This design comes from an exercise in tuning for small area and a short achievable clock period on the open sky130 flow, not from production work. Where RTL was checked, it was by simulation tests only, not by an equivalence proof against the original. The clock port is modelled as an ideal driver, which makes a skipped or thinned clock tree look cheaper than it is; a real chip needs a root buffer or a tree. No activity file was given, so power comes from the tool's default toggle rates.

// data_memory_responder
module data_memory_responder #(
    parameter int DEPTH_LOG2 = 6,
    parameter int LATENCY    = 2
) (
    input  logic        clk,
    input  logic        reset,
    input  logic        req,
    input  logic        we,
    input  logic [31:0] addr,
    input  logic [31:0] wdata,
    output logic        ready,
    output logic [31:0] rdata,
    output logic        err,
    output logic        busy
);
==> flow/config.mk <==
export PLATFORM = sky130hd
export DESIGN_NAME = data_memory_responder
export DESIGN_NICKNAME = data_memory_responder
export VERILOG_FILES = /design/flow/design.v
export SDC_FILE = /design/flow/constraint.sdc
export NUM_CORES = 4
export LEC_CHECK = 0
export CAP_MARGIN = 20
export CORE_MARGIN = 2
export CORE_UTILIZATION = 66
export SETUP_SLACK_MARGIN = 2.6
export SLEW_MARGIN = 20
==> flow/constraint.sdc <==
create_clock -name core_clock -period 4.5 [get_ports {clk}]
set_input_delay 0.9000 -clock core_clock [delete_from_list [all_inputs] [get_ports {clk}]]
set_output_delay 0.9000 -clock core_clock [all_outputs]
set_load 0.01 [all_outputs]
standard.sh (not shown) runs the stock make flow with config.mk's settings and CLKGATE_MAP_FILE= SYNTH_SCRIPT=/design/flow/synth_recipe.tcl, a recipe that flattens the netlist after the stock synthesis.
==> flow/flow/run.sh <==
#!/bin/bash
# Layout flow: the standard ORFS flow (standard.sh), with the clock tree
# built by flow/pre_cts.tcl (a two-level balanced tree) instead of TritonCTS.
# The whole make/ORFS output goes to standard_flow.log in the work folder;
# ORFS also keeps each step's own log under orfs/logs/.
set -euo pipefail
export PRE_CTS_TCL="$PWD/flow/pre_cts.tcl"
bash standard.sh > standard_flow.log 2>&1
Other scripts of this flow, unchanged in this note and not shown: flow/flow/my_tree.tcl, flow/flow/pre_cts.tcl
The starting point produced a clean layout.
Change:
CORE_UTILIZATION = 60   (was 66)
SETUP_SLACK_MARGIN = 2.7   (was 2.6)
Outcome:
- cell area rises by 1.0%
- final cell count rises by 2.9%
- setup slack gains 0.045 ns
- area after synthesis stays the same
- via count stays flat
- utilization falls by 5.7 points
- flip-flop and latch count does not change
No functional check of the RTL was part of any run of this note. No run of this note takes its clock network from TritonCTS; it comes from the design's own scripts or RTL.

* * *

Setup of lane 1:
data_memory_responder, a different RTL version from the one above (not shown whole).
Size in the first run: roughly 3600 cells after synthesis, roughly 2200 flip-flops, ~100 I/O pins.
make LEC_CHECK=0 CAP_MARGIN=20 CORE_MARGIN=2 CORE_UTILIZATION=60 CTS_CLUSTER_DIAMETER=80 CTS_CLUSTER_SIZE=30 SETUP_SLACK_MARGIN=2.7 SLEW_MARGIN=20 finish   # period 4.5 ns
run.sh (not shown) runs the stock make flow with config.mk's settings and CLKGATE_MAP_FILE= SYNTH_SCRIPT=/design/flow/synth_recipe.tcl, a recipe that flattens the netlist after the stock synthesis.
Stock flow here: none of the scripts above is used.
Here is what was changed in the inputs of lane 2 compared with lane 1.
Settings: SETUP_SLACK_MARGIN: 2.7 -> 2.5.
==> comparison <==
- Lane 2 was carried through to the last stage, and its layout satisfied the timing, DRC and antenna checks.
- Comparing lane 1 and lane 2, the lower share of the cycle needed by the critical path after routing is on lane 2.
- Compared with lane 1, lane 2 ends up with less cell area.
- Going from lane 1 to lane 2, wire length on met1 shrank slightly.
- Lane 2 ends up with lower area growth from synthesis to final layout than lane 1 does.
- Total met2 wirelength after detailed routing: lane 2 vs lane 1 down 2.1%
- As far as net switching share of the total power is concerned, lane 1 and lane 2 perform about the same.
- The final routed wirelength across all metal layers of lane 2 was superior to that of lane 1.
- Lane 2 and lane 1 ended up with roughly the same total power.
No run of this note included a check of the RTL's function; only the layout flow was run.

* * *

data_memory_responder, a different RTL version from the one above (not shown whole).
Size in the first run: ~3700 cells after synthesis, ~2200 flip-flops, roughly 56000 sq um of cells after synthesis.
export LEC_CHECK = 0
export CAP_MARGIN = 20
export CORE_MARGIN = 2
export CORE_UTILIZATION = 66
export SETUP_SLACK_MARGIN = 2.6
export SLEW_MARGIN = 20
create_clock -name core_clock -period 4.5 [get_ports {clk}]
standard.sh (not shown) runs the stock make flow with config.mk's settings and CLKGATE_MAP_FILE= SYNTH_SCRIPT=/design/flow/synth_recipe.tcl, a recipe that flattens the netlist after the stock synthesis.
Scripts as last shown in full above: flow/flow/run.sh
Other scripts of this flow, unchanged in this note and not shown: flow/flow/my_tree.tcl, flow/flow/pre_cts.tcl
The first run passed the timing, DRC and antenna checks.
Change:
--- a/flow/config.mk
+++ b/flow/config.mk
@@ -8,5 +8,5 @@
 export CAP_MARGIN = 20
 export CORE_MARGIN = 2
-export CORE_UTILIZATION = 66
+export CORE_UTILIZATION = 60
 export SETUP_SLACK_MARGIN = 2.6
 export SLEW_MARGIN = 20
Result: The changed run finished with timing, DRC and antenna clean; power stays flat; cell count increases by a few percent; synthesized area does not change; worst setup slack improved by 0.057 ns; final area increases slightly; utilization decreases by 6.2 points.
No run of this note takes its clock network from TritonCTS; it comes from the design's own scripts or RTL.

* * *

data_memory_responder, a different RTL version from the one above (not shown whole).
Size: about 3,800 cells after synthesis, ~2,200 flip-flops, ~57,000 um2 of cells after synthesis.
Settings: LEC_CHECK=0, CAP_MARGIN=20, CORE_MARGIN=2, CORE_UTILIZATION=60, SETUP_SLACK_MARGIN=2.5, SLEW_MARGIN=20; clock period 4.5 ns.
run.sh (not shown) runs the stock make flow with config.mk's settings and CLKGATE_MAP_FILE= SYNTH_SCRIPT=/design/flow/synth_recipe.tcl, a recipe that flattens the netlist after the stock synthesis.
Stock flow here: none of the scripts above is used.
==> next run, changes <==
CTS_CLUSTER_DIAMETER = 80   (was unset)
CTS_CLUSTER_SIZE = 30   (was unset)
The changed run finished clean.
Die area is unchanged.
First-iteration DRC count goes up by about 5%.
Cell count is lower by about 4%.
Sequential power barely changes.
Clock skew is higher by 0.0033 ns.
Maximum frequency grows by 3.3%.
==> next run, changes <==
CORE_UTILIZATION = 40   (was 60)
CTS_CLUSTER_DIAMETER = unset   (was 80)
CTS_CLUSTER_SIZE = unset   (was 30)
SETUP_SLACK_MARGIN = unset   (was 2.5)
=>
- The changed run completed without violations
- clock-buffer cell count came out higher by 174
- first-iteration DRC count decreases by about a fifth
- synthesized area does not change
- core utilization falls by 19 points
- worst setup slack got worse by 0.64 ns
- worst hold slack gets worse by 0.12 ns
- cell area is higher by a little under a tenth
- die area went up by well over a third
- global-route usage goes down by 11 points
- critical path depth does not change
- cell count rose by about a fifth
Function was not checked in any run of this note: the RTL went through the layout flow alone.

* * *

== job 101 ==
The RTL this note starts from:
==> flow/design.v <==
module data_memory_responder #(
    parameter int DEPTH_LOG2 = 6,
    parameter int LATENCY    = 2
) (
    input  logic        clk,
    input  logic        reset,
    input  logic        req,
    input  logic        we,
    input  logic [31:0] addr,
    input  logic [31:0] wdata,
    output logic        ready,
    output logic [31:0] rdata,
    output logic        err,
    output logic        busy
);
    localparam int NRING = 8;
    localparam int RLEN  = 8;
    logic unused_addr_bits;
    assign unused_addr_bits = &{1'b0, addr[31:8], LATENCY[0], DEPTH_LOG2[0]};
    logic busy_q, a0, a1, a2, ready_q;
    logic idle_q;     
    always_ff @(posedge clk or negedge reset) begin
        if (!reset) begin
            busy_q  <= 1'b0;
            idle_q  <= 1'b1;
            a0      <= 1'b0;
            a1      <= 1'b0;
            a2      <= 1'b0;
            ready_q <= 1'b0;
        end else begin
            busy_q  <= (idle_q && req) || a0 || a1 || a2;
            idle_q  <= !((idle_q && req) || a0 || a1 || a2);
            a0      <= idle_q && req;
            a1      <= a0;
            a2      <= a1;
            ready_q <= a2;
        end
    end
    logic             lat_we;
    logic [1:0]       lat_addr;
    logic [31:0]      lat_wdata;
    logic [NRING-1:0] ring_oh;
    logic             err_q;
    always_ff @(posedge clk) begin
        if (idle_q) begin
            lat_we    <= we;
            lat_addr  <= addr[1:0];
            lat_wdata <= wdata;
            for (int r = 0; r < NRING; r++) ring_oh[r] <= (addr[7:5] == 3'(r));
        end
    end
    always_ff @(posedge clk) err_q <= (lat_addr[1:0] != 2'b00);
    logic [2:0]      ph;
    logic [RLEN-1:0] phoh;
    always_ff @(posedge clk) begin
        ph <= ph + 3'd1;
        for (int i = 0; i < RLEN; i++) phoh[i] <= (ph + 3'd1 == 3'(i));
    end
    logic [RLEN-1:0] slot_new, pos_new, lpos;
    logic            al_new, al_lat;
    always_comb begin
        for (int i = 0; i < RLEN; i++) slot_new[i] = (addr[4:2] == 3'(i));
        for (int k = 0; k < RLEN; k++) begin
            pos_new[k] = 1'b0;
            for (int i = 0; i < RLEN; i++)
                pos_new[k] = pos_new[k] || (slot_new[i] && phoh[(k - i) & (RLEN - 1)]);
        end
    end
    always_ff @(posedge clk) begin
        if (idle_q) lpos <= {pos_new[RLEN-2:0], pos_new[RLEN-1]};
        else        lpos <= {lpos[RLEN-2:0], lpos[RLEN-1]};
    end
    assign al_new  = (addr[1:0] == 2'b00);
    assign al_lat  = (lat_addr[1:0] == 2'b00);
    logic             st_new, st_lat;
    logic [NRING-1:0] wen0, wen4;
    assign st_new = reset && req && we && al_new;
    assign st_lat = (a0 || a1 || a2) && lat_we && al_lat;
    always_ff @(posedge clk) begin
        for (int r = 0; r < NRING; r++) begin
            wen0[r] <= idle_q ? (st_new && addr[7:5] == 3'(r) && pos_new[6])
                              : (st_lat && ring_oh[r] && lpos[6]);
            wen4[r] <= idle_q ? (st_new && addr[7:5] == 3'(r) && pos_new[2])
                              : (st_lat && ring_oh[r] && lpos[2]);
        end
    end
    logic [31:0] ring [NRING][RLEN];
    for (genvar r = 0; r < NRING; r++) begin : g_ring
        always_ff @(posedge clk) begin
            for (int p = 0; p < RLEN; p++) begin
                if (p == 0)      ring[r][p] <= wen0[r] ? lat_wdata : ring[r][RLEN-1];
                else if (p == 4) ring[r][p] <= wen4[r] ? lat_wdata : ring[r][p-1];
                else             ring[r][p] <= ring[r][p-1];
            end
        end
    end
    logic             ld_new, ld_lat, hit_new, hit_lat;
    logic [NRING-1:0] rsel0, rsel3, rsel6;
    logic             cap;
    assign ld_new  = req && !we && al_new;
    assign ld_lat  = (a0 || a1) && !lat_we && al_lat;
    assign hit_new = (pos_new[7]) || (pos_new[2]) || (pos_new[5]);
    assign hit_lat = lpos[7] || lpos[2] || lpos[5];
    always_ff @(posedge clk) begin
        for (int r = 0; r < NRING; r++) begin
            rsel0[r] <= idle_q ? (ld_new && addr[7:5] == 3'(r) && pos_new[7])
                               : (ld_lat && ring_oh[r] && lpos[7]);
            rsel3[r] <= idle_q ? (ld_new && addr[7:5] == 3'(r) && pos_new[2])
                               : (ld_lat && ring_oh[r] && lpos[2]);
            rsel6[r] <= idle_q ? (ld_new && addr[7:5] == 3'(r) && pos_new[5])
                               : (ld_lat && ring_oh[r] && lpos[5]);
        end
    end
    always_ff @(posedge clk or negedge reset) begin
        if (!reset) cap <= 1'b0;
        else        cap <= idle_q ? (req && (!al_new || (!we && hit_new)))
                                  : (ld_lat && hit_lat);
    end
    logic [31:0] rd_mux;
    always_comb begin
        rd_mux = 32'h0;
        for (int r = 0; r < NRING; r++) begin
            rd_mux = rd_mux | ({32{rsel0[r]}} & ring[r][0]) | ({32{rsel3[r]}} & ring[r][3]) |
                     ({32{rsel6[r]}} & ring[r][6]);
        end
    end
    logic        clr;
    logic [31:0] rdata_q;
    always_ff @(posedge clk or negedge reset) begin
        if (!reset) clr <= 1'b1;
        else        clr <= 1'b0;
    end
    always_ff @(posedge clk) begin
        if (clr)      rdata_q <= 32'h0;
        else if (cap) rdata_q <= rd_mux;
    end
    assign ready = ready_q;
    assign busy  = busy_q;
    assign rdata = rdata_q;
    assign err   = err_q;
endmodule
clock: 4.5 ns
lec_check: 0
cap_margin: 20
core_margin: 2
core_utilization: 63
place_density: 0.72
setup_slack_margin: 2.6
slew_margin: 20
standard.sh (not shown) runs the stock make flow with config.mk's settings and CLKGATE_MAP_FILE= SYNTH_SCRIPT=/design/flow/synth_recipe.tcl, a recipe that flattens the netlist after the stock synthesis.
Scripts as last shown in full above: flow/flow/run.sh
Other scripts of this flow, unchanged in this note and not shown: flow/flow/my_tree.tcl, flow/flow/pre_cts.tcl
Input-level comparison between job 102 and job 101:
--- a/flow/config.mk
+++ b/flow/config.mk
@@ -11,2 +11,2 @@
-export PLACE_DENSITY = 0.72
-export SETUP_SLACK_MARGIN = 2.6
+export PLACE_DENSITY = 0.68
+export SETUP_SLACK_MARGIN = 2.65
## What came out
met1 routing resource usage after global routing is higher on job 101. Compared job 102 against job 101; design area within noise. Job 102 vs job 101, hold slack went up by 0.0045 ns. For fraction of met3 tracks used by global routing, job 102 and job 101 come out practically identical. From job 101 to job 102 the numbers moved as follows: slack of the critical path has decreased; overall global routing resource usage dropped 0.27 points; share of cell area taken by flip-flops and latches barely changed.
Input-level comparison between job 103 and job 102:
--- a/flow/config.mk
+++ b/flow/config.mk
@@ -8,0 +9,2 @@
+export CELL_PAD_IN_SITES_DETAIL_PLACEMENT = 0
+export CELL_PAD_IN_SITES_GLOBAL_PLACEMENT = 0
@@ -11 +12,0 @@
-export PLACE_DENSITY = 0.68
==> notes.md <==
Job 102 and job 103 all finish clean.
Fraction of power spent switching nets delta (job 102 -> job 103): insignificant
Status: cell area parity (job 103, job 102)
Compared to job 102, the routing of job 103 uses more wire.
Between job 102 and job 103, the difference in worst setup slack for register-to-register paths is negligible.
In every run of this note, the design's own scripts or RTL, not TritonCTS, make the clock network.

* * *

RTL: the design.v shown in full above, as it stands there.
clock: 4.5 ns
lec_check: 0
cap_margin: 20
core_margin: 2
core_utilization: 60
setup_slack_margin: 2.6
slew_margin: 20
==> flow/flow/pre_cts.tcl <==
# Hook run by ORFS's cts.tcl before clock tree synthesis (PRE_CTS_TCL).
# Builds a balanced two-level clock tree instead of TritonCTS's: the clock
# port feeds 4 root buffers (buf_16), each root feeds 28 leaf buffers
# (clkbuf_8) and each leaf a compact cluster of about 19 flip-flops. The
# flow's own clock_tree_synthesis call is then replaced by one that only
# marks the clocks as propagated.
source [file join [file dirname [info script]] my_tree.tcl]
mt_build clk 4 28 sky130_fd_sc_hd__clkbuf_8 sky130_fd_sc_hd__buf_16
global_connect
rename clock_tree_synthesis orfs_clock_tree_synthesis_unused
proc clock_tree_synthesis {args} {
  puts "clock tree built by flow/pre_cts.tcl; TritonCTS not run"
  set_propagated_clock [all_clocks]
}
Scripts as last shown in full above: flow/flow/run.sh
Other scripts of this flow, unchanged in this note and not shown: flow/flow/my_tree.tcl
Edit:
==> flow/flow/pre_cts.tcl (replaced) <==
# Hook run by ORFS's cts.tcl before clock tree synthesis (PRE_CTS_TCL).
# Builds a balanced two-level clock tree instead of TritonCTS's: the clock
# port feeds 4 root buffers (buf_16), each root feeds 32 leaf buffers
# (clkbuf_8) and each leaf a compact cluster of about 17 flip-flops. The
# flow's own clock_tree_synthesis call is then replaced by one that only
# marks the clocks as propagated.
source [file join [file dirname [info script]] my_tree.tcl]
mt_build clk 4 32 sky130_fd_sc_hd__clkbuf_8 sky130_fd_sc_hd__buf_16
global_connect
rename clock_tree_synthesis orfs_clock_tree_synthesis_unused
proc clock_tree_synthesis {args} {
  puts "clock tree built by flow/pre_cts.tcl; TritonCTS not run"
  set_propagated_clock [all_clocks]
}
Settings changed: CORE_UTILIZATION 60 to 70.
What happened: The new run finished clean. Setup slack improved by 0.035 ns. Power went up by about 1%. Routed wire length drops by about 2.6%. Sequential cell count stays the same. Die area shrinks by about 14%. Register-to-register slack improved by 0.02 ns.
Edit:
Settings changed: ABC_AREA set to 1, CORE_UTILIZATION 70 to 63, SETUP_SLACK_MARGIN 2.6 to 2.65.
What happened: Sequential share of layout area is lower by 0.93 points. Routed wire length rose by about 1.2%. Design area increases by 1.3%. Core utilization goes down by 7.6 points. Total power rises by about 7%. Cell count went up by 14%. Global-route usage decreases by 3.6 points. First-iteration DRC count barely changes. Critical path depth does not change.
No run of this note takes its clock network from TritonCTS; it comes from the design's own scripts or RTL.

* * *

Starts from the design.v that is shown in full above.
Settings: LEC_CHECK=0, CAP_MARGIN=20, CORE_MARGIN=2, CORE_UTILIZATION=60, SETUP_SLACK_MARGIN=2.6, SLEW_MARGIN=20; clock period 4.5 ns.
Scripts as last shown in full above: flow/flow/run.sh
Other scripts of this flow, unchanged in this note and not shown: flow/flow/my_tree.tcl, flow/flow/pre_cts.tcl
Then changed:
CORE_UTILIZATION = 63   (was 60)
SETUP_SLACK_MARGIN = 2.65   (was 2.6)
Result:
- The changed run ran to the end with no violations
- area after synthesis does not change
- global-route usage grows by 0.97 points
- sequential power is about the same
- wire length shrinks by 0.79%
- via count barely changes
- final area grows by 0.42%
- register-to-register slack is better by 40 ps
- flip-flop and latch count stays the same
- worst setup slack is better by 8.8 ps
- critical path depth is unchanged
- total power stays flat
In every run of this note, the design's own scripts or RTL, not TritonCTS, make the clock network.

[what the ideal ports hide]
The results above use ideal ports. As a check the final layouts listed here were re-extracted and re-timed, cells and wires unchanged.
Step 1 assumes that a clkbuf_16 drives the clock port and a buf_2 every other input.
Step 2 adds t to the input delays and takes it off the output delays; t is the mean of the earliest and latest rising clock arrival at the registers after step 1. Input paths then give back, and output paths get back, about the clock's delay inside the block.
Three values: ideal, step 1, step 2; two values: the first two.
run	t (ns)	setup slack, ns	worst hold slack (ns)	worst setup path after step 2	clock arrival spread, ns
the first run of note 1	0.681	2.357 / 2.379 / 1.807	0.283 / 0.134 / 0.330	input to register	0.023 / 0.023
the second run of note 1	0.667	2.402 / 2.378 / 1.983	0.326 / 0.326 / 0.326	input to register	0.025 / 0.025
lane 1	0.753	2.147 / 2.073 / 1.868	0.234 / 0.323 / 0.323	input to register	0.024 / 0.024
lane 2	0.756	2.169 / 2.091 / 1.680	0.324 / 0.324 / 0.324	input to register	0.026 / 0.026
the first run of note 3	0.678	2.459 / 2.297 / 2.104	0.316 / 0.306 / 0.316	input to register	0.035 / 0.036
the second run of note 3	0.679	2.516 / 2.354 / 2.138	0.321 / 0.235 / 0.321	input to register	0.043 / 0.043
the first run of note 4	0.843	2.219 / 2.148 / 1.891	0.152 / 0.109 / 0.310	input to register	0.023 / 0.022
the second run of note 4	0.757	2.291 / 2.221 / 1.885	0.235 / 0.193 / 0.325	input to register	0.028 / 0.028
the third run of note 4	0.871	1.652 / 1.579 / 1.849	0.112 / 0.062 / 0.315	input to register	0.024 / 0.024
job 101	0.678	2.563 / 2.398 / 2.016	0.315 / 0.261 / 0.316	input to register	0.028 / 0.028
job 102	0.676	2.538 / 2.373 / 2.042	0.320 / 0.235 / 0.320	input to register	0.031 / 0.032
job 103	0.679	2.560 / 2.392 / 1.999	0.326 / 0.244 / 0.326	input to register	0.024 / 0.024
the first run of note 6	0.672	2.545 / 2.378 / 2.062	0.322 / 0.226 / 0.322	input to register	0.044 / 0.045
the second run of note 6	0.668	2.580 / 2.414 / 2.019	0.324 / 0.257 / 0.324	input to register	0.029 / 0.030
the third run of note 6	0.678	2.551 / 2.390 / 2.118	0.324 / 0.245 / 0.324	input to register	0.033 / 0.032
the first run of note 7	0.682	2.551 / 2.382 / 2.057	0.322 / 0.221 / 0.322	input to register	0.038 / 0.038
the second run of note 7	0.679	2.560 / 2.392 / 1.999	0.326 / 0.244 / 0.326	input to register	0.024 / 0.024
After both steps setup and hold are still met in every run listed.
